This design comes from an exercise in tuning for small area and a short achievable clock period on the open sky130 flow, not from production work. At most, simulation tests tie the RTL to the original design; equivalence was not proved. The RTL of run 2 was laid out without a check of its function. Power figures rest on the tool's default switching activity, not on a simulated workload.

## flow/config.mk

```make
export PLATFORM = sky130hd
export DESIGN_NAME = foosball_top
export DESIGN_NICKNAME = foosball_top
export VERILOG_FILES = /design/flow/design.v
export SDC_FILE = /design/flow/constraint.sdc
export NUM_CORES = 4
export LEC_CHECK = 0
export CAP_MARGIN = 20
export CORE_MARGIN = 2
export CORE_UTILIZATION = 40
export SLEW_MARGIN = 20
```

## flow/constraint.sdc

```tcl
create_clock -name core_clock -period 13.0 [get_ports {clk}]
set_input_delay 2.6000 -clock core_clock [delete_from_list [all_inputs] [get_ports {clk}]]
set_output_delay 2.6000 -clock core_clock [all_outputs]
set_load 0.01 [all_outputs]
```

## flow/design.v

```verilog
package game_cfg_pkg;
   localparam int refresh_default = 255;     
   localparam int field_bottom = 479;        
   localparam int rod_len       = 100;       
   localparam int rod_thick     = 10;        
   localparam int rod_step      = 10;        
   localparam int rod_start_top = 260;
   localparam int left_rod_x    = 5;         
   localparam int right_rod_x   = 625;       
   localparam int ball_start  = 300;         
   localparam int ball_radius = 8;
   localparam int ball_speed  = 3;           
   localparam int serve_h     = 4;           
   localparam int serve_v     = 3;           
   localparam int goal_low      = 140;
   localparam int goal_high     = 340;
   localparam int wall_gap_low  = 200;
   localparam int wall_gap_high = 280;
   localparam int top_bounce    = 20;
   localparam int bottom_bounce = 460;
   localparam logic [2:0] col_field     = 3'b010;  
   localparam logic [2:0] col_frame     = 3'b111;  
   localparam logic [2:0] col_left_rod  = 3'b001;  
   localparam logic [2:0] col_right_rod = 3'b100;  
   localparam logic [2:0] col_ball      = 3'b111;  
   localparam logic [2:0] col_blank     = 3'b000;
endpackage
package game_types_pkg;
   typedef logic signed [10:0] coord_t;
   typedef logic signed [3:0] vel_t;         
   typedef logic [2:0] rgb_t;                
   typedef struct packed {
      logic up;
      logic down;
   } rod_btn_t;
   typedef struct packed {
      logic [9:0] x;                         
      logic [8:0] y;                         
      logic       video_on;                  
   } pixel_t;
   typedef struct packed {
      coord_t x;
      coord_t y;
   } ball_t;
endpackage
`timescale 1ns/1ps
module game_ctrl (
   input  logic clk,
   input  logic reset,
   input  logic goal_right_mouth,  
   input  logic goal_left_mouth,   
   output logic frame_tick,        
   output logic serve_left,        
   output logic score1,
   output logic score2
);
   logic [7:0] lfsr;
   logic       low_zero;
   assign low_zero = (lfsr[6:0] == 7'd0);
   always_ff @(posedge clk or posedge reset)
   begin
      if (reset)
      begin
         lfsr       <= 8'd0;
         frame_tick <= 1'b1;
      end
      else
      begin
         lfsr       <= {lfsr[6:0], lfsr[7] ^ lfsr[5] ^ lfsr[4] ^ lfsr[3] ^ low_zero};
         frame_tick <= low_zero && lfsr[7];
      end
   end
   logic goal_q;
   always_ff @(posedge clk or posedge reset)
   begin
      if (reset)
      begin
         serve_left <= 1'b0;
         goal_q     <= 1'b0;
      end
      else
      begin
         goal_q <= goal_right_mouth || goal_left_mouth;
         if (goal_right_mouth)
            serve_left <= 1'b0;
         else if (goal_left_mouth)
            serve_left <= 1'b1;
      end
   end
   assign score1 = goal_q && !serve_left;
   assign score2 = goal_q && serve_left;
endmodule
`timescale 1ns/1ps
module rod_mover (
   input  logic       clk,
   input  logic       reset,
   input  logic       frame_tick,
   input  logic [1:0] btn,           
   output logic [7:0] rod_half       
);
   always_ff @(posedge clk or posedge reset)
   begin
      if (reset)
         rod_half <= 8'd130;
      else if (frame_tick)
      begin
         if (btn[1] && (rod_half != 8'd5))         
            rod_half <= rod_half - 8'd5;
         else if (btn[0] && (rod_half != 8'd185))
            rod_half <= rod_half + 8'd5;
      end
   end
endmodule
`timescale 1ns/1ps
module ball_mover (
   input  logic               clk,
   input  logic               reset,
   input  logic               frame_tick,
   input  logic               serve,
   input  logic               serve_left,
   input  logic [7:0]         left_half,     
   input  logic [7:0]         right_half,
   output logic [10:0]        xl,            
   output logic [10:0]        yl,
   output logic               goal_right_mouth,
   output logic               goal_left_mouth
);
   logic v_zero, vx_neg, vx_4, vy_neg;
   logic in_mouth, off_gap, top_wall, bot_wall, x_right, x_left;
   logic x_hit_r, x_hit_l;
   assign in_mouth = (yl >= 11'd132) && (yl <= 11'd332);     
   assign off_gap  = !((yl >= 11'd192) && (yl <= 11'd272));  
   assign top_wall = (yl <= 11'd11) || (yl >= 11'd1016);     
   assign bot_wall = (yl >= 11'd453) && (yl <= 11'd1015);    
   assign x_right  = (xl >= 11'd622) && (xl <= 11'd1015);    
   assign x_left   = (xl >= 11'd1016) && (xl <= 11'd2043);   
   assign x_hit_r  = (xl >= 11'd614) && (xl <= 11'd622);     
   assign x_hit_l  = (xl >= 11'd4) && (xl <= 11'd9);         
   logic [7:0] t_sel;
   logic [8:0] w;
   logic       y_hit;
   assign t_sel = xl[9] ? right_half : left_half;
   assign w     = {1'b0, yl[8:1]} - {1'b0, t_sel} + 9'd4;       
   assign y_hit = (yl[10:9] == 2'b00) && ((w <= 9'd49) || (w == 9'd50 && !yl[0]));
   logic hit_right, hit_left;
   assign hit_right = y_hit && x_hit_r;
   assign hit_left  = y_hit && x_hit_l;
   assign goal_right_mouth = frame_tick && in_mouth && (xl >= 11'd629) && (xl <= 11'd1015);   
   assign goal_left_mouth  = frame_tick && in_mouth && x_left;
   logic goal, move;
   assign goal = goal_right_mouth || goal_left_mouth;
   assign move = frame_tick && !v_zero;
   logic [3:0]  xa, ya;
   logic [10:0] tx, ty;
   logic [10:0] xl_next, yl_next;
   assign xa = {1'b0, xl[2:0]} + (vx_neg ? (vx_4 ? 4'd4 : 4'd5) : (vx_4 ? 4'd4 : 4'd3));
   assign ya = {1'b0, yl[2:0]} + (vy_neg ? 4'd5 : 4'd3);
   always_comb
   begin
      tx[3] = move && (xa[3] ^ vx_neg);
      ty[3] = move && (ya[3] ^ vy_neg);
      for (int i = 4; i < 11; i++)
      begin
         tx[i] = tx[i-1] && (xl[i-1] ^ vx_neg);
         ty[i] = ty[i-1] && (yl[i-1] ^ vy_neg);
      end
      xl_next[2:0] = move ? xa[2:0] : xl[2:0];
      yl_next[2:0] = move ? ya[2:0] : yl[2:0];
      for (int i = 3; i < 11; i++)
      begin
         xl_next[i] = xl[i] ^ tx[i];
         yl_next[i] = yl[i] ^ ty[i];
      end
   end
   always_ff @(posedge clk or posedge reset)
   begin
      if (reset)
      begin
         xl <= 11'd292;
         yl <= 11'd292;
      end
      else if (goal)
      begin
         xl <= 11'd292;
         yl <= 11'd292;
      end
      else
      begin
         xl <= xl_next;
         yl <= yl_next;
      end
   end
   always_ff @(posedge clk or posedge reset)
   begin
      if (reset)
      begin
         v_zero <= 1'b1;
         vx_neg <= 1'b0;
         vx_4   <= 1'b0;
         vy_neg <= 1'b0;
      end
      else if (serve)
      begin
         v_zero <= 1'b0;
         vx_neg <= serve_left;
         vx_4   <= 1'b1;
         vy_neg <= serve_left;
      end
      else if (frame_tick)
      begin
         if (goal)
            v_zero <= 1'b1;
         if (top_wall)
            vy_neg <= 1'b0;
         else if (bot_wall)
            vy_neg <= 1'b1;
         if (!top_wall && !bot_wall && x_right && off_gap)
         begin
            vx_neg <= 1'b1;
            vx_4   <= 1'b0;
         end
         else if (!top_wall && !bot_wall && x_left && off_gap)
         begin
            vx_neg <= 1'b0;
            vx_4   <= 1'b0;
         end
         else if (hit_right)
         begin
            vx_neg <= 1'b1;
            vx_4   <= 1'b0;
         end
         else if (hit_left)
         begin
            vx_neg <= 1'b0;
            vx_4   <= 1'b0;
         end
      end
   end
endmodule
`timescale 1ns/1ps
module pixel_renderer (
   input  logic               clk,
   input  logic               reset,
   input  logic [19:0]        pix,
   input  logic [10:0]        xl,            
   input  logic [10:0]        yl,
   input  logic [7:0]         left_half,
   input  logic [7:0]         right_half,
   output logic [2:0]         rgb
);
   function automatic logic ge8c(input logic [7:0] a, input logic [7:0] b, input logic cin);
      logic c;
      c = cin;
      for (int i = 0; i < 8; i++)
         c = (a[i] & ~b[i]) | ((a[i] | ~b[i]) & c);
      ge8c = c;
   endfunction
   function automatic logic sum_zero6(input logic [5:0] p, input logic [5:0] q, input logic cin);
      logic ok;
      ok = !(p[0] ^ q[0] ^ cin);
      for (int i = 1; i < 6; i++)
         ok = ok & ((p[i] ^ q[i]) == (p[i-1] | q[i-1]));
      sum_zero6 = ok;
   endfunction
   logic [9:0] px;
   logic [8:0] py;
   logic       vo;
   assign px = pix[19:10];
   assign py = pix[9:1];
   assign vo = pix[0];
   logic on_frame, on_left, on_right, on_ball;
   logic f_top, f_bot, f_lft, f_rgt, f_rows;
   assign f_top  = (py[8:3] == 6'd0) && (!py[2] || (!py[1] && !py[0]));           
   assign f_bot  = py[8] && py[7] && py[6]
                   && (py[5] || (py[4] && py[3] && (py[2] || (py[1] && py[0]))));   
   assign f_lft  = (px[9:3] == 7'd0) && (!px[2] || (!px[1] && !px[0]));           
   assign f_rgt  = px[9] && (px[6:3] == 4'hf) && (px[2] || (px[1] && px[0]));     
   assign f_rows = (py < 9'd140) || (py > 9'd340);
   assign on_frame = f_top || f_bot || (f_rows && (f_lft || f_rgt));
   logic [7:0] q, qm;
   logic       q_low;
   assign q     = py[8:1];
   assign qm    = q - 8'd50;
   assign q_low = (q < 8'd50);
   logic [7:0] t_side;
   logic       on_rows;
   assign t_side  = px[9] ? right_half : left_half;
   assign on_rows = ge8c(q, t_side, py[0]) && (q_low || !ge8c(qm, t_side, 1'b1));
   assign on_left  = on_rows && (px[9:4] == 6'd0) && (px[3:0] > 4'd5) && (px[3:0] < 4'd15);    
   assign on_right = on_rows && px[9] && (px[6:4] == 3'd7)
                     && (px[3:0] > 4'd1) && (px[3:0] < 4'd11);                             
   logic [5:0] ax, ay;             
   logic       hx, hy;
   assign ax = {1'b0, px[4:0]} - {1'b0, xl[4:0]};
   assign ay = {1'b0, py[4:0]} - {1'b0, yl[4:0]};
   assign hx = sum_zero6({1'b0, px[9:5]}, ~xl[10:5], !ax[5]);
   assign hy = sum_zero6({2'b00, py[8:5]}, ~yl[10:5], !ay[5]);
   logic [3:0] adx, ady;
   assign adx = (ax[4] || ax[3]) ? 4'(ax[3:0] - 4'd8) : 4'(4'd8 - ax[3:0]);
   assign ady = (ay[4] || ay[3]) ? 4'(ay[3:0] - 4'd8) : 4'(4'd8 - ay[3:0]);
   logic inx, iny;
   assign inx = hx && (!ax[4] || ax[3:0] == 4'd0);
   assign iny = hy && (!ay[4] || ay[3:0] == 4'd0);
   logic [3:0] wmax;
   always_comb
   begin
      case (ady)
         4'd0:                wmax = 4'd8;
         4'd1, 4'd2, 4'd3:    wmax = 4'd7;
         4'd4, 4'd5:          wmax = 4'd6;
         4'd6:                wmax = 4'd5;
         4'd7:                wmax = 4'd3;
         default:             wmax = 4'd0;
      endcase
   end
   assign on_ball = inx && iny && (adx <= wmax);
   logic [2:0] col_nb_next;
   assign col_nb_next[0] = vo && (on_frame || on_left);                 
   assign col_nb_next[1] = vo && !on_left && !on_right;                 
   assign col_nb_next[2] = vo && (on_frame || on_right);                
   logic       ball_q;
   logic [2:0] col_nb_q;
   always_ff @(posedge clk or posedge reset)
   begin
      if (reset)
      begin
         ball_q   <= 1'b0;
         col_nb_q <= 3'b000;
      end
      else
      begin
         ball_q   <= on_ball;
         col_nb_q <= col_nb_next;
      end
   end
   logic field_q;                          
   assign field_q = col_nb_q[1] && !col_nb_q[0];
   assign rgb = ball_q ? {3{field_q}} : col_nb_q;
endmodule
`timescale 1ns/1ps
module foosball_top (
   input  logic                     clk,
   input  logic                     reset,
   input  logic                     stop_ball,
   input  game_types_pkg::rod_btn_t left_btn,
   input  game_types_pkg::rod_btn_t right_btn,
   input  game_types_pkg::pixel_t   pix,
   output game_types_pkg::rgb_t     rgb,
   output logic                     score1,
   output logic                     score2
);
   logic frame_tick, serve_left;
   logic goal_right_mouth, goal_left_mouth;
   logic [7:0] left_half, right_half;
   logic [10:0] xl, yl;
   game_ctrl u_ctrl (
      .clk              (clk),
      .reset            (reset),
      .goal_right_mouth (goal_right_mouth),
      .goal_left_mouth  (goal_left_mouth),
      .frame_tick       (frame_tick),
      .serve_left       (serve_left),
      .score1           (score1),
      .score2           (score2)
   );
   rod_mover left_rod  (.clk(clk), .reset(reset), .frame_tick(frame_tick),
                        .btn(left_btn), .rod_half(left_half));
   rod_mover right_rod (.clk(clk), .reset(reset), .frame_tick(frame_tick),
                        .btn(right_btn), .rod_half(right_half));
   ball_mover u_ball (
      .clk              (clk),
      .reset            (reset),
      .frame_tick       (frame_tick),
      .serve            (stop_ball),
      .serve_left       (serve_left),
      .left_half        (left_half),
      .right_half       (right_half),
      .xl               (xl),
      .yl               (yl),
      .goal_right_mouth (goal_right_mouth),
      .goal_left_mouth  (goal_left_mouth)
   );
   pixel_renderer u_render (
      .clk        (clk),
      .reset      (reset),
      .pix        (pix),
      .xl         (xl),
      .yl         (yl),
      .left_half  (left_half),
      .right_half (right_half),
      .rgb        (rgb)
   );
endmodule
```

## flow/flow/run.sh

```bash
#!/bin/bash
# Own layout flow: the standard synthesis, then the combinational logic between the
# registers is mapped again by ABC (registers, their names and cell types are kept as
# the standard synthesis made them): the logic in front of the rgb registers for delay,
# the rest for area. Then the standard layout steps from floorplan to finish.
set -euo pipefail
WORK=$(pwd)
HERE=$(cd "$(dirname "$0")" && pwd)
R=$WORK/orfs/results/$FLOW_PLATFORM/foosball_top/base
LIB=$FLOW_HOME/platforms/$FLOW_PLATFORM/lib/sky130_fd_sc_hd__tt_025C_1v80.lib
YOSYS=$FLOW_HOME/../tools/install/yosys/bin/yosys
[ -x "$YOSYS" ] || YOSYS=$(command -v yosys)

CRIT_SCRIPT=${CRIT_SCRIPT:-abc_speed.script}
REST_SCRIPT=${REST_SCRIPT:-abc_area.script}
LAYOUT_ARGS=()
[ -f "$HERE/flow.env" ] && source "$HERE/flow.env"

# 1. standard synthesis
bash standard.sh synth > "$WORK/log_1_synth.log" 2>&1
cp "$R/1_2_yosys.v" "$WORK/std_1_2_yosys.v"

# 2. remap the combinational logic
python3 "$HERE/genmodels.py" "$LIB" > "$WORK/comb_models.v"
DU=""
for c in $(sed -n '/DONT_USE_CELLS += /,/^$/p' "$FLOW_HOME/platforms/$FLOW_PLATFORM/config.mk" | grep -o 'sky130_fd_sc_hd__[a-z0-9_]*'); do
   DU="$DU -dont_use $c"
done
printf 'set_driving_cell sky130_fd_sc_hd__buf_1\nset_load 5\n' > "$WORK/abc.constr"
cat > "$WORK/remap.ys" <<EOY
read_liberty -lib $LIB
read_verilog $WORK/std_1_2_yosys.v
hierarchy -top $FLOW_TOP
techmap -map $WORK/comb_models.v
techmap
opt -purge
select -set dw c:u_render.* %ci1:+sky130_fd_sc_hd__dfrtp_1[D] w:* %i
select -set crit @dw %ci*:-sky130_fd_sc_hd__dfrtp_1,sky130_fd_sc_hd__dfstp_2
select -set critg @crit t:\$_* %i
abc -liberty $LIB $DU -constr $WORK/abc.constr -script $HERE/$CRIT_SCRIPT @critg
abc -liberty $LIB $DU -constr $WORK/abc.constr -script $HERE/$REST_SCRIPT t:\$_*
opt_clean -purge
chtype -map sky130_fd_sc_hd__clkinv_1 sky130_fd_sc_hd__inv_1
opt_merge -share_all t:sky130_fd_sc_hd__df* %n
opt_clean -purge
hilomap -singleton -hicell sky130_fd_sc_hd__conb_1 HI -locell sky130_fd_sc_hd__conb_1 LO
insbuf -buf sky130_fd_sc_hd__buf_4 A X
splitnets
opt_clean -purge
tee -o $WORK/remap_stat.txt stat -liberty $LIB
check -assert -mapped
write_verilog -noattr -noexpr -nohex -nodec $WORK/remap_1_2_yosys.v
EOY
"$YOSYS" -s "$WORK/remap.ys" > "$WORK/log_2_remap.log" 2>&1
python3 "$HERE/netfix.py" "$WORK/remap_1_2_yosys.v" "$WORK/netfix_1_2_yosys.v" > "$WORK/log_2_netfix.log" 2>&1
cp "$WORK/netfix_1_2_yosys.v" "$R/1_2_yosys.v"
rm -f "$R/1_synth.odb" "$R/1_synth.sdc"

# 3. the standard layout from the remapped netlist
bash standard.sh "${LAYOUT_ARGS[@]}" finish > "$WORK/log_3_layout.log" 2>&1
```

## flow/flow/abc_area.script

```
strash
dc2
balance; rewrite; refactor; balance; rewrite; rewrite -z; balance; refactor -z; rewrite -z; balance
balance; resub -K 6; rewrite; resub -K 6 -N 2; refactor; resub -K 8; balance; resub -K 8 -N 2; rewrite; resub -K 10; rewrite -z; resub -K 10 -N 2; balance; resub -K 12; refactor -z; resub -K 12 -N 2; rewrite -z; balance
dch -f
amap
topo
```

## flow/flow/abc_speed.script

```
strash
dc2
balance; rewrite; refactor; balance; rewrite; rewrite -z; balance; refactor -z; rewrite -z; balance
dch -f
map
topo
stime -p
buffer -p
upsize
dnsize
stime -p
```

## flow/flow/flow.env

```
LAYOUT_ARGS=("BUFFER_PORTS_ARGS=-buffer_cell sky130_fd_sc_hd__buf_1" "SETUP_SLACK_MARGIN=8.9" "CTS_ARGS=-sink_clustering_enable -repair_clock_nets -dont_use_dummy_load -buf_list sky130_fd_sc_hd__clkbuf_8")
```

## flow/flow/genmodels.py

```python
import re, sys
lib = open(sys.argv[1]).read()
out = []
# split into cells
for m in re.finditer(r'\n\s*cell\s*\(\s*"?([\w]+)"?\s*\)\s*\{', lib):
    name = m.group(1)
    start = m.end()
    depth = 1; i = start
    while depth:
        c = lib[i]
        if c == '{': depth += 1
        elif c == '}': depth -= 1
        i += 1
    body = lib[start:i]
    if re.search(r'\b(ff|latch|statetable|ff_bank)\s*\(', body):
        continue
    pins = []
    for pm in re.finditer(r'\n\s*pin\s*\(\s*"?(\w+)"?\s*\)\s*\{', body):
        ps = pm.end(); d = 1; j = ps
        while d:
            c = body[j]
            if c == '{': d += 1
            elif c == '}': d -= 1
            j += 1
        pb = body[ps:j]
        dm = re.search(r'direction\s*:\s*"?(\w+)"?', pb)
        fm = re.search(r'\bfunction\s*:\s*"([^"]*)"', pb)
        pins.append((pm.group(1), dm.group(1) if dm else None, fm.group(1) if fm else None))
    ins = [p for p in pins if p[1] == 'input']
    outs = [p for p in pins if p[1] == 'output']
    if not outs or any(o[2] is None for o in outs):
        continue
    bad = False
    lines = []
    for o in outs:
        f = o[2].replace('+', '|').replace('*', '&')
        f = re.sub(r"(\w+)'", r"(!\1)", f)
        if re.search(r'VPWR|VGND|KAPWR|LOWLV|SLEEP', f):
            bad = True
        lines.append(f"  assign {o[0]} = {f};")
    if bad:
        continue
    ports = [p[0] for p in ins] + [o[0] for o in outs]
    s = f"module {name}({', '.join(ports)});\n"
    for p in ins:
        s += f"  input {p[0]};\n"
    for o in outs:
        s += f"  output {o[0]};\n"
    s += "\n".join(lines) + "\nendmodule\n"
    out.append(s)
print("\n".join(out))
```

## flow/flow/netfix.py

```python
#!/usr/bin/env python3
"""Peephole clean-up of a mapped netlist written by yosys write_verilog:
an inverter fed by another inverter is removed and its loads are moved to the
first inverter's input; inverters left without loads are removed too."""
import re, sys

src = open(sys.argv[1]).read()
cell_re = re.compile(r'^  (sky130_fd_sc_hd__\w+)\s+(\S+)\s*\((.*?)\);\n', re.S | re.M)
pin_re = re.compile(r'\.(\w+)\(([^()]*)\)')
OUTS = ('X', 'Y', 'Q', 'Q_N', 'SUM', 'COUT', 'HI', 'LO')

cells = []
for m in cell_re.finditer(src):
    pins = [(p, n.strip()) for p, n in pin_re.findall(m.group(3))]
    cells.append({'type': m.group(1), 'name': m.group(2), 'pins': pins, 'span': m.span(), 'dead': False})

keep = set()
for m in re.finditer(r'^\s*(?:input|output|inout)\s+(?:\[[^\]]*\]\s*)?([^;]+);', src, re.M):
    for n in m.group(1).split(','):
        keep.add(n.strip())
for m in re.finditer(r'^\s*assign\s+(.*?)\s*=\s*(.*?);', src, re.M):
    keep.add(m.group(1).strip())
    keep.add(m.group(2).strip())
def is_kept(net):
    return net in keep or net.split('[')[0].strip() in keep

def is_inv(c):
    return re.match(r'sky130_fd_sc_hd__(clk)?inv_\d+$', c['type']) is not None

drv = {}
loads = {}
def index():
    drv.clear(); loads.clear()
    for i, c in enumerate(cells):
        if c['dead']:
            continue
        for p, n in c['pins']:
            if p in OUTS:
                drv[n] = i
            else:
                loads.setdefault(n, []).append(i)
index()

changed = True
removed = 0
while changed:
    changed = False
    for b in cells:
        if b['dead'] or not is_inv(b):
            continue
        pa = dict(b['pins'])
        ai = drv.get(pa['A'])
        if ai is None:
            continue
        a = cells[ai]
        if not is_inv(a):
            continue
        x = dict(a['pins'])['A']
        y = pa['Y']
        if is_kept(y):
            continue
        for li in loads.get(y, []):
            c = cells[li]
            c['pins'] = [(p, x if (n == y and p not in OUTS) else n) for p, n in c['pins']]
        b['dead'] = True
        removed += 1
        index()
        ay = dict(a['pins'])['Y']
        if not loads.get(ay) and not is_kept(ay):
            a['dead'] = True
            removed += 1
            index()
        changed = True

# a gate whose only load is an inverter becomes the gate of the other polarity
MERGE = {'nor2_1': 'or2_1', 'nand2_1': 'and2_1', 'nor3_1': 'or3_1', 'nand3_1': 'and3_1',
         'nor4_1': 'or4_1', 'nand4_1': 'and4_1', 'a21oi_1': 'a21o_1', 'o21ai_0': 'o21a_1',
         'o21ai_1': 'o21a_1', 'a22oi_1': 'a22o_1', 'o22ai_1': 'o22a_1', 'a211oi_1': 'a211o_1',
         'o211ai_1': 'o211a_1', 'a31oi_1': 'a31o_1', 'o31ai_1': 'o31a_1', 'xnor2_1': 'xor2_1',
         'xor2_1': 'xnor2_1', 'nor2b_1': 'or2b_1', 'nand2b_1': 'and2b_1', 'a21boi_0': 'a21bo_1',
         'o21bai_1': 'o21ba_1', 'nor3b_1': 'or3b_1', 'nand3b_1': 'and3b_1',
         'a2bb2oi_1': 'a2bb2o_1', 'o2bb2ai_1': 'o2bb2a_1', 'mux2i_1': 'mux2_1'}
merged = 0
for b in cells:
    if b['dead'] or not is_inv(b):
        continue
    pa = dict(b['pins'])
    gi = drv.get(pa['A'])
    if gi is None:
        continue
    g = cells[gi]
    short = g['type'].replace('sky130_fd_sc_hd__', '')
    if short not in MERGE:
        continue
    n = pa['A']
    if is_kept(n) or len(loads.get(n, [])) != 1:
        continue
    g['type'] = 'sky130_fd_sc_hd__' + MERGE[short]
    g['pins'] = [(('X' if p in ('Y', 'X') else p), (pa['Y'] if p in ('Y', 'X') else x)) for p, x in g['pins']]
    b['dead'] = True
    merged += 1
    index()
print(f'netfix: merged {merged} gate and inverter pairs', file=sys.stderr)

out = []
pos = 0
for c in cells:
    s, e = c['span']
    out.append(src[pos:s])
    if not c['dead']:
        body = ',\n'.join(f'    .{p}({n}{" " if n.startswith(chr(92)) else ""})' for p, n in c['pins'])
        out.append(f"  {c['type']} {c['name']} (\n{body}\n  );\n")
    pos = e
out.append(src[pos:])
open(sys.argv[2], 'w').write(''.join(out))
print(f'netfix: removed {removed} inverters', file=sys.stderr)
```

## flow/standard.sh

```bash
#!/bin/bash
# synth_recipe.tcl (not shown) runs the flow's synth.tcl, then flattens the netlist and writes it again
# the make line also repeats each setting of config.mk as NAME=value (left out here)
make -C /OpenROAD-flow-scripts/flow DESIGN_CONFIG=/design/flow/config.mk WORK_HOME=/design/flow/orfs CLKGATE_MAP_FILE= SYNTH_SCRIPT=/design/flow/synth_recipe.tcl "${@:-finish}"
```

==> reports/results.tsv, run 1 <==
stage	metric	value	unit
run_status	status	finished clean	
layout	drive_gt1_frac	0.0710	
clock_tree	clkLatencyLatePin	0.35	ns
yosys	syn_nets	748	
sta	slew_viol_final	0	
global_routing	grt_use_met1	0.306	
critical_path	worst_setup_path_end_kind	output port	
sta	fin_skew	0.0207	ns
global_routing	grt_max_degree	58	
clock_tree	ctsRootBufferMaster	clkbuf_8	
sta	final_hold_viol_count	0	
global_routing	grt_pass1_vias	4865	
sta	tightest_slew	0.767	ns
clock_tree	cts_setup_buffers	0	
global_routing	gr-usage-all-layers	0.225	
die	row_count	40	
die	coreArea	0.0120	mm²
yosys	syn-instance-count	721	
die	ioPinCount	32	
clock_tree	htreeDepth	3	
yosys	synth_area	0.00488	mm²
sta	finalCriticalPeriod	3.93	ns
critical_path	r2r_cells	15	
route	via_per_inst	5.89	
clock_tree	cts_tree	built	
flow_run	cap_viol_max_count	0	
yosys	synth-warning-count	4	
critical_path	cp-start-kind	flop	
power	p_per_area	66.2	mW/mm²
clock_tree	clock_sinks	57	
placement	numPortBuffers	31	
layout	fin_nets	790	
yosys	synth.avg_cell_area	6.76	µm²
power	peakVddDrop	48.5	µV
route	routed_wl	14500	µm
sta	fin_crit_sh	0.302	
layout	syn2layout_area_growth	9.16	%
layout	fillers	1267	
clock_tree	path_clk_slew	0.07	ns
critical_path	rr_endpoint	u_ball.vx_neg	
critical_path	path_max_fanout	4	
global_routing	met3_usage	0.0408	
hold_path	hold_class	flop to flop	
clock_tree	cts_buffers	9	
hold_path	hold_start	u_ctrl.lfsr[1]	
route	ant_nets	0	
sta	whs	0.374	ns
route	first_pass_iters	5	
critical_path	critPathCapture	rgb[0]	
die	start_util	0.408	
die	fp.dieH	114	µm
critical_path	cp.required	10.40	ns
route	drc	0	
critical_path	timing_worst_setup_path_type	flop to output port	
global_routing	grt_busiest_layer	met2	
placement	gp_congestion	0.945	
die	die_w	114	µm
clock_tree	clockBufferDepth	2	
sta	rsz0062_at_grt	true	
placement	dp_hpwl	11000	µm
power	p_leak	2.31	nW
layout	layout_common_cells	116 x nand2_1, 100 x inv_1, 94 x nor2_1	
sta	fin_setup_tns	0	ns
critical_path	reg2reg_from	u_ball.xl[9]	
global_routing	met2_usage	0.361	
critical_path	setup.worst_path.start	u_render.ball_q	
sta	final-setup-viol-count	0	
critical_path	cp.arrival	1.33	ns
layout	final_common_cell	nand2_1	
critical_path	reg2reg_slack	9.30	ns
global_routing	antenna_found_initial	0	
route	wl_per_cell	16.0	µm
sta	relSlewSlack	0.488	
global_routing	grt_pass1_wl	23600	µm
route	vias	5351	
layout	antenna_cells_inserted	0	
global_routing	overflow	0	
route	drtIter0Drc	442	
sta	max_freq	255	MHz
die	dieArea	0.0131	mm²
routing by layer:
layer / vias up / part of all wire
met5: - / 0
li1: 2676 / -
met3: 19 / 0.057
met2: 172 / 0.44
met4: 0 / 0.018
met1: 2484 / 0.48
how the worst min path moves through the flow:
| stage | end | depth (start not counted) |
|---|---|---|
| 5_1_grt | u_ctrl.lfsr[2] | 0 |
| 6_report | u_ctrl.lfsr[2] | 0 |
| 4_1_cts | u_ctrl.lfsr[2] | 0 |
| 3_3_place_gp | u_ctrl.lfsr[6] | 0 |
| 2_1_floorplan | u_ctrl.lfsr[5] | 0 |
| 3_5_place_dp | u_ctrl.lfsr[2] | 0 |
timing repair:
| action | in CTS | in global routing |
|---|---|---|
| resized for setup | 1 | 8 |
| setup endpoints to repair | 3 | 6 |
| hold buffers | 0 | 0 |
| cloned | 0 | 0 |
power by group:
group | leakage, nW | internal (mW) | switching (mW) | total [mW]
Sequential | 0.716 | 0.178 | 0.000918 | 0.179
Clock | 0.0647 | 0.0614 | 0.0646 | 0.126
Combinational | 1.53 | 0.0154 | 0.0319 | 0.0473
Total | 2.31 | 0.255 | 0.0974 | 0.352
registers in the layout, indices dropped and copies added (netlist names):
name	flops
u_ball.xl	11
u_render.ball_q	1
u_ball.vx_neg	1
u_ball.v_zero	1
left_rod.rod_half	8
u_ball.vx_4	1
u_ball.yl	11
u_ctrl.serve_left	1
u_render.col_nb_q	3
u_ball.vy_neg	1
right_rod.rod_half	8
u_ctrl.lfsr	8
u_ctrl.frame_tick	1
u_ctrl.goal_q	1
per-stage QoR:
stage	utilization	power, mW	std cells	worst slack, ns	instance area [µm²]
after floorplan	-	0.214	721	9.02	4880
after global placement	0.433	0.227	899	8.40	5170
after detailed placement	0.433	0.228	899	8.31	5170
after CTS	0.443	0.359	908	8.99	5300
after global routing	0.445	0.369	908	8.87	5320
final	0.445	0.352	908	9.07	5320
worst max-delay path: stages (launching register included):
cell	delay, ns
dfrtp_1	0.41
a21boi_0	0.23
nand2_1	0.09
o21ai_0	0.07
buf_1	0.17
final cells by class:
cell class              count  area (µm²)  area share
well taps                 147         184      0.0345
inverters                 109         409      0.0769
flip-flops and latches     57        1440       0.271
multi-input cells         554        3030       0.570
clock buffers               9         124      0.0233
repair buffers             32         131      0.0247
==> inputs of run 2 (changes only) <==
--- a/flow/design.v
+++ b/flow/design.v
@@ -57,18 +57,13 @@
    logic [7:0] lfsr;
    logic       low_zero;
    assign low_zero = (lfsr[6:0] == 7'd0);
+   assign frame_tick = low_zero && !lfsr[7];
    always_ff @(posedge clk or posedge reset)
    begin
       if (reset)
-      begin
-         lfsr       <= 8'd0;
-         frame_tick <= 1'b1;
-      end
+         lfsr <= 8'd0;
       else
-      begin
-         lfsr       <= {lfsr[6:0], lfsr[7] ^ lfsr[5] ^ lfsr[4] ^ lfsr[3] ^ low_zero};
-         frame_tick <= low_zero && lfsr[7];
-      end
+         lfsr <= {lfsr[6:0], lfsr[7] ^ lfsr[5] ^ lfsr[4] ^ lfsr[3] ^ low_zero};
    end
    logic goal_q;
    always_ff @(posedge clk or posedge reset)
==> run 2 against run 1 <==
  * Non-clock buffer count up 1
  * Power up 16%
  * Setup slack worse by 0.068 ns
  * First-iteration DRC count up 25%
  * Count of clock-buffer cells in the layout down 4
  * Cell area up 0.78%
  * Sequential cell count down 1
  * Hold slack better by 0.0044 ns
  * Critical path type is now primary input to flop
  * Highest routed layer unchanged
==> reports/results.tsv, run 2 <==
stage	metric	value	unit
run_status	status	finished clean	
die	row_count	40	
flow_run	cap_viol_max_count	0	
layout	reg_top3	u_ball.xl (11), u_ball.yl (11)	
placement	place_inst	918	
critical_path	path_max_fanout	6	
route	routed_wl	15100	µm
critical_path	cp.arrival	4.19	ns
critical_path	cp_top_family	compound AO/OA/AOI/OAI gates	
clock_tree	clockBufferDepth	2	
sta	tightest_slew	0.703	ns
sta	relSlewSlack	0.525	
die	start_util	0.408	
global_routing	antenna_found_initial	0	
placement	gp_congestion	0.961	
yosys	syn-instance-count	740	
layout	final_area	0.00537	mm²
sta	slew_viol_final	0	
layout	layout_common_cells	129 x nor2_1, 105 x inv_1, 100 x nand2_1	
critical_path	crit_buf_inv	3	
global_routing	grt_max_degree	57	
clock_tree	clock_sinks	56	
route	wl_per_cell	16.3	µm
layout	finalNonFillerCells	924	
power	p_per_area	76.0	mW/mm²
power	peakVddDrop	37.4	µV
placement	numPortBuffers	31	
layout	antenna_cells_inserted	0	
sta	fin_setup_tns	0	ns
clock_tree	holdBufCountCts	0	
global_routing	grt_pass1_wl	24700	µm
yosys	syn_nets	767	
layout	syn2layout_area_growth	10.0	%
critical_path	worst_setup_path_end_kind	flop	
yosys	synth-warning-count	4	
critical_path	cp-start-kind	primary input	
route	ant_nets	0	
sta	setup_ws	9.01	ns
hold_path	hold_class	flop to flop	
route	drtIter0Drc	553	
clock_tree	ctsRootBufferMaster	clkbuf_8	
sta	fin_crit_sh	0.307	
clock_tree	clkLatencyLatePin	0.32	ns
clock_tree	cts_tree	built	
yosys	synth_area	0.00488	mm²
route	via_per_inst	6.02	
layout	drive_gt1_frac	0.0798	
sta	final-setup-viol-count	0	
global_routing	gr-usage-all-layers	0.233	
sta	fin_skew	0.0182	ns
die	dieArea	0.0131	mm²
placement	pre_cts_ws	8.42	ns
sta	final_hold_viol_count	0	
sta	max_freq	250	MHz
die	ioPinCount	32	
layout	final_common_cell	nor2_1	
power	p_leak	2.35	nW
die	fp.dieH	114	µm
route	first_pass_iters	5	
critical_path	cp.required	13.20	ns
sta	whs	0.378	ns
yosys	synth.avg_cell_area	6.59	µm²
clock_tree	cts_buffers	5	
global_routing	overflow	0	
route	vias	5567	
placement	dp_hpwl	11500	µm
critical_path	timing_worst_setup_path_type	primary input to flop	
critical_path	cpMaxStageDelayCell	o21ai_0	
sta	rsz0062_at_grt	true	
clock_tree	htreeDepth	2	
route	drc	0	
die	coreArea	0.0120	mm²
placement	placedInstanceArea	0.00517	mm²
sta	finalCriticalPeriod	3.99	ns
critical_path	cpPeakStageDelay	0.59	ns
critical_path	cpMostUsedCell	o21ai_0	
global_routing	grt_pass1_vias	5049	
clock_tree	path_clk_slew	0.10	ns
critical_path	crit_chain	buf_1 -> o41ai_1 -> inv_1 -> o21ai_0 -> inv_1 -> o21ai_0 -> o21ai_0	
layout	fin_nets	806	
die	die_w	114	µm
run 2: layout make-up:
class | instances | area, µm²
timing repair buffer | 33 | 148
multi-input combinational | 572 | 3130
tap | 147 | 184
clock buffer | 5 | 68.8
inverter | 111 | 417
sequential | 56 | 1420
fill | 1241 | 6600
run 2: path summary, 6_finish.rpt:
kind	startpoint	end	slack (ns)	cells after the start
min	u_ctrl.lfsr[1]	u_ctrl.lfsr[2]	0.38	0
max reg2reg	u_ctrl.lfsr[5]	u_ball.xl[10]	9.18	13
max	right_btn[1]	right_rod.rod_half[5]	9.01	7
max in group asynchronous	reset	u_ball.xl[9]	10.05	3
min in group asynchronous	reset	u_ball.yl[9]	2.45	3
min reg2reg	u_ctrl.lfsr[1]	u_ctrl.lfsr[2]	0.38	0
run 2: where the power goes:
group	switching, mW	internal, mW
Clock	0.0557	0.0350
Combinational	0.0791	0.0419
Sequential	0.0142	0.182
Total	0.149	0.259
run 2: repair_timing:
item,CTS,global route
endpoints found under the setup margin,8,16
resized for setup,3,36
setup buffers,0,1
pin swaps,0,4
run 2: per-layer routing:
layer	share of wire	routed length (µm)	GRT usage
met1	0.46	6870	0.323
met2	0.46	6890	0.381
met4	0.019	289	0.0715
met5	0	0	0
met3	0.069	1040	0.0270
run 2: worst reg2reg max path, delay by kind of cell (launching register included):
family	cells	cell delay, ns
buf+inv	3	0.51
simple gates	6	1.98
flops	1	0.42
compound gates	4	0.81
run 2: stage by stage:
stage | util | total power, mW
after global placement | 0.433 | 0.310
after floorplan | - | 0.280
after detailed placement | 0.433 | 0.313
after global routing | 0.449 | 0.432
final | 0.449 | 0.408
after CTS | 0.439 | 0.404
==> inputs of run 3 (changes only) <==
--- a/flow/design.v
+++ b/flow/design.v
@@ -57,13 +57,18 @@
    logic [7:0] lfsr;
    logic       low_zero;
    assign low_zero = (lfsr[6:0] == 7'd0);
-   assign frame_tick = low_zero && !lfsr[7];
    always_ff @(posedge clk or posedge reset)
    begin
       if (reset)
-         lfsr <= 8'd0;
+      begin
+         lfsr       <= 8'd0;
+         frame_tick <= 1'b1;
+      end
       else
-         lfsr <= {lfsr[6:0], lfsr[7] ^ lfsr[5] ^ lfsr[4] ^ lfsr[3] ^ low_zero};
+      begin
+         lfsr       <= {lfsr[6:0], lfsr[7] ^ lfsr[5] ^ lfsr[4] ^ lfsr[3] ^ low_zero};
+         frame_tick <= low_zero && lfsr[7];
+      end
    end
    logic goal_q;
    always_ff @(posedge clk or posedge reset)
==> flow/flow/flow.env (replaced) <==
LAYOUT_ARGS=("BUFFER_PORTS_ARGS=-buffer_cell sky130_fd_sc_hd__buf_1" "SETUP_SLACK_MARGIN=8.9" "TNS_END_PERCENT=30" "CTS_ARGS=-sink_clustering_enable -repair_clock_nets -dont_use_dummy_load -buf_list sky130_fd_sc_hd__clkbuf_8")
==> run 3 against run 2 <==
  * Critical path depth increased by 7
  * Area after synthesis is the same
  * Still clean on timing, DRC and antenna
  * Synthesized cell count fell by 2.6%
==> reports/results.tsv, run 3 <==
stage	metric	value	unit
sta	fin_skew	0.0204	ns
sta	fin_crit_sh	0.307	
layout	final_common_cell	nand2_1	
flow_run	cap_viol_max_count	0	
layout	final_area	0.00531	mm²
global_routing	grt_pass1_wl	23600	µm
route	wl_per_cell	16.0	µm
critical_path	cp.required	13.24	ns
critical_path	setup.worst_path.start	pix[2]	
critical_path	cp-start-kind	primary input	
sta	setup_ws	9.01	ns
route	first_pass_iters	6	
critical_path	timing_worst_setup_path_type	primary input to flop	
clock_tree	path_clk_slew	0.07	ns
placement	pre_cts_ws	8.31	ns
route	via_per_inst	5.91	
sta	whs	0.374	ns
route	vias	5364	
critical_path	r2r_cells	15	
placement	gp_congestion	0.945	
clock_tree	clockBufferDepth	2	
hold_path	hold_class	flop to flop	
die	coreArea	0.0120	mm²
die	dieArea	0.0131	mm²
clock_tree	cts_buffers	9	
global_routing	gr-usage-all-layers	0.225	
placement	placedInstanceArea	0.00517	mm²
critical_path	rr_endpoint	u_ball.vx_neg	
layout	final-seq-area	0.00144	mm²
power	p_per_area	66.2	mW/mm²
power	p_leak	2.30	nW
route	routed_wl	14500	µm
hold_path	min_path_cells	0	
route	drc	0	
layout	antenna_cells_inserted	0	
die	fp.dieH	114	µm
die	row_count	40	
placement	numPortBuffers	31	
run_status	status	finished clean	
die	start_util	0.408	
critical_path	reg2reg_slack	9.30	ns
clock_tree	clock_sinks	57	
route	drtIter0Drc	432	
placement	dp_hpwl	11000	µm
power	total_power	352	µW
layout	reg_top3	u_ball.xl (11), u_ball.yl (11)	
layout	fin_util	0.444	
sta	final-setup-viol-count	0	
critical_path	worst_setup_path_end_kind	flop	
clock_tree	ctsRootBufferMaster	clkbuf_8	
sta	finalCriticalPeriod	3.99	ns
clock_tree	cts_setup_buffers	0	
sta	rsz0062_at_grt	true	
route	ant_nets	0	
power	peakVddDrop	48.5	µV
sta	slew_viol_final	0	
layout	multiInputGateArea	0.00302	mm²
layout	finalNonFillerCells	908	
yosys	syn-instance-count	721	
global_routing	overflow	0	
global_routing	grt_max_degree	58	
placement	place_inst	899	
layout	layout_common_cells	116 x nand2_1, 100 x inv_1, 95 x nor2_1	
critical_path	reg2reg_from	u_ball.xl[9]	
clock_tree	clkLatencyLatePin	0.35	ns
yosys	synth.avg_cell_area	6.76	µm²
sta	max_freq	250	MHz
sta	fin_setup_tns	0	ns
global_routing	antenna_found_initial	0	
global_routing	grt_pass1_vias	4865	
layout	syn2layout_area_growth	8.90	%
sta	relSlewSlack	0.482	
critical_path	path_max_fanout	6	
sta	tightest_slew	0.777	ns
yosys	synth_area	0.00488	mm²
layout	fin_nets	790	
clock_tree	cts_tree	built	
die	die_w	114	µm
critical_path	cp.arrival	4.23	ns
die	ioPinCount	32	
clock_tree	htreeDepth	3	
yosys	syn_nets	748	
layout	drive_gt1_frac	0.0670	
critical_path	critPathCapture	u_render.ball_q	
sta	final_hold_viol_count	0	
yosys	synth-warning-count	4	
layout	fillers	1269	
-- run 3: worst min path at each step --
stage / start / slack, ns / to
2_1_floorplan: u_ctrl.lfsr[4] / 0.35 / u_ctrl.lfsr[5]
3_3_place_gp: u_ctrl.lfsr[5] / 0.36 / u_ctrl.lfsr[6]
3_5_place_dp: u_ctrl.lfsr[1] / 0.36 / u_ctrl.lfsr[2]
4_1_cts: u_ctrl.lfsr[1] / 0.38 / u_ctrl.lfsr[2]
5_1_grt: u_ctrl.lfsr[1] / 0.39 / u_ctrl.lfsr[2]
6_report: u_ctrl.lfsr[1] / 0.37 / u_ctrl.lfsr[2]
-- run 3: worst max-delay path: stages --
cell and delay (ns):
buf_1 0.24, inv_2 0.07, nand2_1 0.12, o21ai_1 0.11, a21oi_2 0.20, o21bai_2 0.12
nand3b_1 0.10, nand2_1 0.13, nand2_1 0.09, nand2_1 0.07, a22oi_1 0.15, nand3_1 0.11
nand2_1 0.07, a21oi_1 0.05
-- run 3: area by class of cell --
| class | instances | area share |
|---|---|---|
| clock buffer | 9 | 0.0233 |
| tap | 147 | 0.0346 |
| multi-input combinational | 554 | 0.569 |
| sequential | 57 | 0.271 |
| inverter | 109 | 0.0770 |
| timing repair buffer | 32 | 0.0243 |
-- run 3: metal layers --
metal / vias to the layer above / share of wire / global-route usage
met5: - / 0 / 0
met4: 0 / 0.019 / 0.0789
met3: 20 / 0.061 / 0.0408
met2: 197 / 0.44 / 0.361
met1: 2473 / 0.48 / 0.306
li1: 2674 / - / -
-- run 3: timing repair --
action | CTS | global route
gates resized for setup | 1 | 4
endpoints found under the setup margin | 3 | 6
hold buffers | 0 | 0
-- run 3: power by group --
part / switching, mW / internal, mW / leakage (nW)
Sequential: 0.000907 / 0.178 / 0.716
Clock: 0.0641 / 0.0613 / 0.0647
Combinational: 0.0317 / 0.0152 / 1.52
==> inputs of run 4 (changes only) <==
==> flow/flow/flow.env (replaced) <==
LAYOUT_ARGS=("BUFFER_PORTS_ARGS=-buffer_cell sky130_fd_sc_hd__buf_1" "SETUP_SLACK_MARGIN=8.9" "CAP_MARGIN=0" "SLEW_MARGIN=0" "CTS_ARGS=-sink_clustering_enable -repair_clock_nets -dont_use_dummy_load -buf_list sky130_fd_sc_hd__clkbuf_8")
==> run 4 against run 3 <==
  * Sequential cell count unchanged
  * Highest routed layer unchanged
  * Clock power hardly changed
  * Global-route usage stayed put
  * Sequential share of layout area shrank 0.064 points
  * Non-clock buffer count unchanged
  * Synthesized cell count unchanged
  * Cell area grew 0.24%
  * Register-to-register slack about the same
  * Largest power group unchanged
  * Critical endpoint is now rgb[0]
==> reports/results.tsv, run 4 <==
stage	metric	value	unit
route	via_per_inst	5.89	
sta	rsz0062_at_grt	true	
die	start_util	0.408	
yosys	syn_nets	748	
route	vias	5351	
run_status	status	finished clean	
layout	final-seq-area	0.00144	mm²
placement	gp_congestion	0.945	
yosys	synth-warning-count	4	
die	dieArea	0.0131	mm²
layout	layout_common_cells	116 x nand2_1, 100 x inv_1, 94 x nor2_1	
die	die_w	114	µm
hold_path	hold_class	flop to flop	
clock_tree	clockBufferDepth	2	
critical_path	worst_setup_path_end_kind	output port	
placement	dp_hpwl	11000	µm
clock_tree	holdBufCountCts	0	
clock_tree	cts_buffers	9	
layout	fillers	1267	
power	switching_share	0.276	
sta	slew_viol_final	0	
power	peakVddDrop	48.5	µV
critical_path	cp-start-kind	flop	
hold_path	hold_start	u_ctrl.lfsr[1]	
route	wl_per_cell	16.0	µm
sta	final-setup-viol-count	0	
global_routing	overflow	0	
yosys	synth_area	0.00488	mm²
clock_tree	htreeDepth	3	
clock_tree	clock_sinks	57	
layout	finalNonFillerCells	908	
route	routed_wl	14500	µm
sta	fin_crit_sh	0.302	
clock_tree	ctsRootBufferMaster	clkbuf_8	
flow_run	cap_viol_max_count	0	
route	drtIter0Drc	442	
layout	reg_top3	u_ball.xl (11), u_ball.yl (11)	
power	combPwrFrac	0.134	
route	wl_met3	826	µm
clock_tree	path_clk_slew	0.07	ns
critical_path	timing_worst_setup_path_type	flop to output port	
power	p_int	255	µW
global_routing	gr-usage-all-layers	0.225	
power	total_power	352	µW
power	p_per_area	66.2	mW/mm²
critical_path	path_max_fanout	4	
power	power_switching	97.4	µW
die	ioPinCount	32	
critical_path	reg2reg_from	u_ball.xl[9]	
power	pwr-share-clk	0.357	
layout	final_common_cell	nand2_1	
layout	antenna_cells_inserted	0	
critical_path	reg2reg_slack	9.30	ns
critical_path	cp.required	10.40	ns
clock_tree	cts_tree	built	
layout	syn2layout_area_growth	9.16	%
route	ant_nets	0	
placement	place_inst	899	
sta	tightest_slew	0.767	ns
critical_path	cp.arrival	1.33	ns
layout	fin_nets	790	
layout	drive_gt1_frac	0.0710	
yosys	synth.avg_cell_area	6.76	µm²
route	drc	0	
global_routing	grt_pass1_wl	23600	µm
route	wl_met1	6960	µm
route	top_layer_used	met4	
route	first_pass_iters	5	
power	power_frac_seq	0.508	
clock_tree	clkLatencyLatePin	0.35	ns
sta	fin_skew	0.0207	ns
power	p_leak	2.31	nW
sta	relSlewSlack	0.488	
global_routing	antenna_found_initial	0	
global_routing	grt_max_degree	58	
die	coreArea	0.0120	mm²
die	row_count	40	
placement	numPortBuffers	31	
global_routing	grt_pass1_vias	4865	
sta	fin_setup_tns	0	ns
layout	multiInputGateArea	0.00303	mm²
sta	finalCriticalPeriod	3.93	ns
die	fp.dieH	114	µm
sta	final_hold_viol_count	0	
yosys	syn-instance-count	721	
critical_path	setup.worst_path.start	u_render.ball_q	
route	wl_met2	6430	µm
sta	max_freq	255	MHz
## run 4: cell count changes in the layout (fill, tap and decap cells not counted), sizes merged
| cell | previous run | this run |
|---|---|---|
| buf | 30 | 28 |
| clkbuf | 11 | 13 |
## run 4: worst paths after layout
| check | end | depth (start not counted) |
|---|---|---|
| min | u_ctrl.lfsr[2] | 0 |
| min in group asynchronous | u_ctrl.lfsr[4] | 3 |
| max reg2reg | u_ball.vx_neg | 15 |
| max | rgb[0] | 4 |
| max in group asynchronous | u_ball.yl[3] | 3 |
| min reg2reg | u_ctrl.lfsr[2] | 0 |
## run 4: metrics by stage
stage	area [µm²]	setup WS (ns)	hold WS, ns	util
global placement	5170	8.40	0.359	0.433
finish	5320	9.07	0.374	0.445
global route	5320	8.87	0.386	0.445
detailed placement	5170	8.31	0.363	0.433
floorplan	4880	9.02	0.354	-
CTS	5300	8.99	0.378	0.443
## run 4: area by class of cell
type                       count  area share
clock buffer                   9      0.0233
tap                          147      0.0345
timing repair buffer          32      0.0247
inverter                     109      0.0769
multi-input combinational    554       0.570
sequential                    57       0.271
## run 4: worst max-delay path: stages (launching register included)
cell and delay (ns):
dfrtp_1 0.41, a21boi_0 0.23, nand2_1 0.09, o21ai_0 0.07, buf_1 0.17
## run 4: power groups by stage
stage	combinational, mW	sequential (mW)	clock, mW
after floorplan	0.0323	0.182	0
after global placement	0.0452	0.182	0
after detailed placement	0.0461	0.182	0
after CTS	0.0464	0.179	0.133
after global routing	0.0535	0.179	0.136
final	0.0473	0.179	0.126
## run 4: per-layer routing
layer  global-route usage  vias up
li1                     -     2676
met1                0.306     2484
met2                0.361      172
met3               0.0408       19
met4               0.0789        0
met5                    0        -
## run 4: what timing repair did
item                       in CTS  in global routing
setup buffers                   0                  0
gates resized for setup         1                  8
setup endpoints to repair       3                  6
==> inputs of run 5 (changes only) <==
--- a/flow/flow/run.sh
+++ b/flow/flow/run.sh
@@ -12,7 +12,7 @@
 [ -x "$YOSYS" ] || YOSYS=$(command -v yosys)
 
 CRIT_SCRIPT=${CRIT_SCRIPT:-abc_speed.script}
-REST_SCRIPT=${REST_SCRIPT:-abc_area.script}
+REST_SCRIPTS=${REST_SCRIPTS:-"abc_area.script abc_area2.script abc_area3.script abc_area4.script"}
 LAYOUT_ARGS=()
 [ -f "$HERE/flow.env" ] && source "$HERE/flow.env"
 
@@ -27,7 +27,10 @@
    DU="$DU -dont_use $c"
 done
 printf 'set_driving_cell sky130_fd_sc_hd__buf_1\nset_load 5\n' > "$WORK/abc.constr"
-cat > "$WORK/remap.ys" <<EOY
+best=""
+best_area=""
+for REST in $REST_SCRIPTS; do
+cat > "$WORK/remap_$REST.ys" <<EOY
 read_liberty -lib $LIB
 read_verilog $WORK/std_1_2_yosys.v
 hierarchy -top $FLOW_TOP
@@ -38,7 +41,7 @@
 select -set crit @dw %ci*:-sky130_fd_sc_hd__dfrtp_1,sky130_fd_sc_hd__dfstp_2
 select -set critg @crit t:\$_* %i
 abc -liberty $LIB $DU -constr $WORK/abc.constr -script $HERE/$CRIT_SCRIPT @critg
-abc -liberty $LIB $DU -constr $WORK/abc.constr -script $HERE/$REST_SCRIPT t:\$_*
+abc -liberty $LIB $DU -constr $WORK/abc.constr -script $HERE/$REST t:\$_*
 opt_clean -purge
 chtype -map sky130_fd_sc_hd__clkinv_1 sky130_fd_sc_hd__inv_1
 opt_merge -share_all t:sky130_fd_sc_hd__df* %n
@@ -47,11 +50,20 @@
 insbuf -buf sky130_fd_sc_hd__buf_4 A X
 splitnets
 opt_clean -purge
-tee -o $WORK/remap_stat.txt stat -liberty $LIB
+tee -o $WORK/remap_stat_$REST.txt stat -liberty $LIB
 check -assert -mapped
-write_verilog -noattr -noexpr -nohex -nodec $WORK/remap_1_2_yosys.v
+write_verilog -noattr -noexpr -nohex -nodec $WORK/remap_$REST.v
 EOY
-"$YOSYS" -s "$WORK/remap.ys" > "$WORK/log_2_remap.log" 2>&1
+if "$YOSYS" -s "$WORK/remap_$REST.ys" > "$WORK/log_2_remap_$REST.log" 2>&1; then
+   a=$(grep "Chip area" "$WORK/remap_stat_$REST.txt" | tail -1 | awk '{print $NF}')
+   echo "remap with $REST: area $a" >> "$WORK/log_2_remap_choice.log"
+   if [ -z "$best" ] || awk -v a="$a" -v b="$best_area" 'BEGIN { exit !(a < b) }'; then
+      best=$REST; best_area=$a
+   fi
+fi
+done
+echo "chosen: $best ($best_area)" >> "$WORK/log_2_remap_choice.log"
+cp "$WORK/remap_$best.v" "$WORK/remap_1_2_yosys.v"
 python3 "$HERE/netfix.py" "$WORK/remap_1_2_yosys.v" "$WORK/netfix_1_2_yosys.v" > "$WORK/log_2_netfix.log" 2>&1
 cp "$WORK/netfix_1_2_yosys.v" "$R/1_2_yosys.v"
 rm -f "$R/1_synth.odb" "$R/1_synth.sdc"
==> flow/flow/abc_area2.script (new file) <==
strash
dc2
balance; rewrite; refactor; balance; rewrite; rewrite -z; balance; refactor -z; rewrite -z; balance
balance; resub -K 6; rewrite; resub -K 6 -N 2; refactor; resub -K 8; balance; resub -K 8 -N 2; rewrite; resub -K 10; rewrite -z; resub -K 10 -N 2; balance; resub -K 12; refactor -z; resub -K 12 -N 2; rewrite -z; balance
fraig
balance; resub -K 6; rewrite; resub -K 6 -N 2; refactor; resub -K 8; balance; resub -K 8 -N 2; rewrite; resub -K 10; rewrite -z; resub -K 10 -N 2; balance; resub -K 12; refactor -z; resub -K 12 -N 2; rewrite -z; balance
dch -f
amap
topo
==> flow/flow/abc_area3.script (new file) <==
strash
dc2
balance; rewrite; refactor; balance; rewrite; rewrite -z; balance; refactor -z; rewrite -z; balance
balance; resub -K 6; rewrite; resub -K 6 -N 2; refactor; resub -K 8; balance; resub -K 8 -N 2; rewrite; resub -K 10; rewrite -z; resub -K 10 -N 2; balance; resub -K 12; refactor -z; resub -K 12 -N 2; rewrite -z; balance
dch -f
amap -F 10 -A 10
topo
==> flow/flow/abc_area4.script (new file) <==
strash
dc2
balance; rewrite; refactor; balance; rewrite; rewrite -z; balance; refactor -z; rewrite -z; balance
balance; resub -K 6; rewrite; resub -K 6 -N 2; refactor; resub -K 8; balance; resub -K 8 -N 2; rewrite; resub -K 10; rewrite -z; resub -K 10 -N 2; balance; resub -K 12; refactor -z; resub -K 12 -N 2; rewrite -z; balance
dc2
balance; resub -K 6; rewrite; resub -K 6 -N 2; refactor; resub -K 8; balance; resub -K 8 -N 2; rewrite; resub -K 10; rewrite -z; resub -K 10 -N 2; balance; resub -K 12; refactor -z; resub -K 12 -N 2; rewrite -z; balance
dch -f
amap
topo
==> flow/flow/flow.env (replaced) <==
LAYOUT_ARGS=("BUFFER_PORTS_ARGS=-buffer_cell sky130_fd_sc_hd__buf_1" "SETUP_SLACK_MARGIN=8.9" "CTS_ARGS=-sink_clustering_enable -repair_clock_nets -dont_use_dummy_load -buf_list sky130_fd_sc_hd__clkbuf_8")
==> run 5 against run 4 <==
  * Still clean
  * Maximum frequency is 0.21% lower
  * Routed wire length is 1.4% higher
  * Area after synthesis hardly changed
  * Critical path depth is 5 higher
  * Sequential cell count stayed put
  * Synthesized cell count is 0.69% lower
  * Sequential share of layout area is 0.28 points lower
  * Die area hardly changed
  * Critical path type is now primary input to flop
  * Largest cell class unchanged
==> reports/results.tsv, run 5 <==
stage	metric	value	unit
run_status	status	finished clean	
clock_tree	cts_tree	built	
die	row_count	40	
global_routing	antenna_found_initial	0	
yosys	syn-instance-count	716	
hold_path	min_path_cells	0	
placement	gp_congestion	0.906	
flow_run	cap_viol_max_count	0	
clock_tree	path_clk_slew	0.06	ns
route	routed_wl	14700	µm
hold_path	holdPathEnd	u_ctrl.lfsr[2]	
layout	final_common_cell	nand2_1	
yosys	syn_nets	743	
route	wl_per_cell	16.2	µm
sta	setup_ws	9.07	ns
sta	fin_setup_tns	0	ns
layout	reg_top3	u_ball.xl (11), u_ball.yl (11)	
global_routing	overflow	0	
layout	fin_nets	789	
global_routing	grt_max_degree	58	
power	p_leak	2.33	nW
clock_tree	clock_sinks	57	
critical_path	rr_endpoint	u_ball.vx_neg	
critical_path	setup.worst_path.start	pix[10]	
layout	final_area	0.00539	mm²
sta	relSlewSlack	0.499	
critical_path	cp.required	13.26	ns
layout	fillers	1244	
sta	fin_crit_sh	0.303	
critical_path	reg2reg_from	u_ball.xl[9]	
sta	final_hold_viol_count	0	
critical_path	cp.arrival	4.19	ns
power	p_per_area	66.1	mW/mm²
die	ioPinCount	32	
critical_path	path_max_fanout	6	
sta	fin_skew	0.0201	ns
sta	rsz0062_at_grt	false	
hold_path	hold_class	flop to flop	
placement	dp_hpwl	10900	µm
layout	multiInputGateArea	0.00305	mm²
layout	drive_gt1_frac	0.0842	
layout	layout_common_cells	107 x nand2_1, 100 x inv_1, 91 x nor2_1	
yosys	synth.avg_cell_area	6.82	µm²
global_routing	grt_pass1_vias	4944	
route	first_pass_iters	6	
die	die_w	114	µm
die	coreArea	0.0120	mm²
layout	final-seq-area	0.00144	mm²
route	ant_nets	0	
hold_path	hold_start	u_ctrl.lfsr[1]	
power	peakVddDrop	70.0	µV
route	drtIter0Drc	394	
placement	numPortBuffers	31	
die	start_util	0.408	
placement	placedInstanceArea	0.00518	mm²
sta	finalCriticalPeriod	3.93	ns
yosys	synth-warning-count	4	
global_routing	gr-usage-all-layers	0.231	
yosys	synth_area	0.00488	mm²
sta	tightest_slew	0.752	ns
critical_path	timing_worst_setup_path_type	primary input to flop	
clock_tree	clkLatencyLatePin	0.36	ns
die	fp.dieH	114	µm
route	vias	5310	
critical_path	cp-start-kind	primary input	
clock_tree	clockBufferDepth	2	
clock_tree	holdBufCountCts	0	
clock_tree	htreeDepth	3	
critical_path	r2r_cells	17	
clock_tree	ctsRootBufferMaster	clkbuf_8	
layout	antenna_cells_inserted	0	
critical_path	worst_setup_path_end_kind	flop	
sta	max_freq	254	MHz
global_routing	grt_pass1_wl	24000	µm
critical_path	reg2reg_slack	9.36	ns
sta	final-setup-viol-count	0	
layout	syn2layout_area_growth	10.4	%
layout	fin_util	0.450	
sta	slew_viol_final	0	
route	via_per_inst	5.85	
placement	pre_cts_ws	8.25	ns
clock_tree	cts_buffers	9	
route	drc	0	
die	dieArea	0.0131	mm²
==> run 5: changes by cell type in the layout (fill, tap and decap cells not counted), sizes merged, moves of 3 or more <==
| cell | change |
|---|---|
| o21a | +3 |
| nor2b | +3 |
| a221o | -3 |
| nand2 | -8 |
| nor2 | -3 |
| o21ai | -4 |
| a211oi | -4 |
| o221ai | +5 |
| buf | +4 |
==> run 5: per-stage QoR <==
step | hold WS (ns) | total power [mW] | std cells
floorplan | 0.354 | 0.214 | 716
global placement | 0.364 | 0.228 | 894
detailed placement | 0.371 | 0.228 | 894
CTS | 0.386 | 0.358 | 903
global route | 0.395 | 0.375 | 907
finish | 0.384 | 0.356 | 907
==> run 5: layout make-up <==
class	count	share of cell area
multi-input combinational	548	0.567
sequential	57	0.268
inverter	110	0.0774
tap	147	0.0342
timing repair buffer	36	0.0304
clock buffer	9	0.0230
==> run 5: timing repair <==
item	in CTS	in global routing
pin swaps	0	1
setup buffers	0	4
setup endpoints to repair	4	6
gates resized for setup	1	17
==> run 5: report_power, final <==
part	leakage [nW]	switching (mW)	internal [mW]
logic	1.55	0.0321	0.0156
clock network	0.0647	0.0675	0.0614
registers	0.714	0.000874	0.178
total	2.33	0.100	0.255
==> run 5: worst max-delay path by stage <==
stage	endpoint	slack, ns
floorplan	left_rod.rod_half[0]	9.02
CTS	u_render.ball_q	8.93
global placement	u_render.col_nb_q[0]	8.35
detailed placement	u_render.col_nb_q[0]	8.25
finish	u_render.ball_q	9.07
global route	u_render.ball_q	8.90
==> run 5: critical path: stages <==
cell and delay, ns:
buf_1 0.12, nor2b_4 0.19, nand2_2 0.08, a31oi_4 0.22, xnor2_4 0.19, nand2_2 0.11, a2111oi_2 0.35, o2111ai_1 0.16
a21oi_1 0.16
==> run 5: metal layers <==
| layer | track usage | vias to the layer above | wire [µm] |
|---|---|---|---|
| li1 | - | 2671 | - |
| met1 | 0.315 | 2437 | 7060 |
| met2 | 0.370 | 177 | 6560 |
| met3 | 0.0397 | 25 | 747 |
| met4 | 0.0756 | 0 | 318 |
| met5 | 0 | - | 0 |

what the ideal ports hide:
The flow's constraints put no driver on any port. The routed layouts listed below were extracted and timed again, unchanged, in two steps.
Step 1, drivers: a clkbuf_16 drives clk and a buf_2 each remaining input, both assumed.
Step 2 moves the port delays by t, midway between the first and last clock arrival at a register: inputs arrive t later, outputs are due t later. That takes back most of the time a late clock gives input paths.
Three values: no drivers, after step 1, after step 2; two values: the first two.
| run | t (ns) | setup WS [ns] | hold WS [ns] | cell pins on the clock port's net |
|---|---|---|---|---|
| run 1 | 0.374 | 9.074 / 9.041 / 8.711 | 0.374 / 0.374 / 0.374 | 1 |
| run 2 | 0.343 | 9.006 / 9.021 / 8.678 | 0.378 / 0.378 / 0.378 | 1 |
| run 3 | 0.372 | 9.006 / 9.013 / 8.640 | 0.374 / 0.374 / 0.374 | 1 |
| run 4 | 0.374 | 9.074 / 9.041 / 8.711 | 0.374 / 0.374 / 0.374 | 1 |
| run 5 | 0.382 | 9.066 / 9.051 / 8.692 | 0.384 / 0.384 / 0.384 | 1 |
After both steps every run listed still meets setup and hold. For run 5, which loses most, drivers alone change the setup slack by -0.015 ns; drivers and shift together by -0.374 ns.
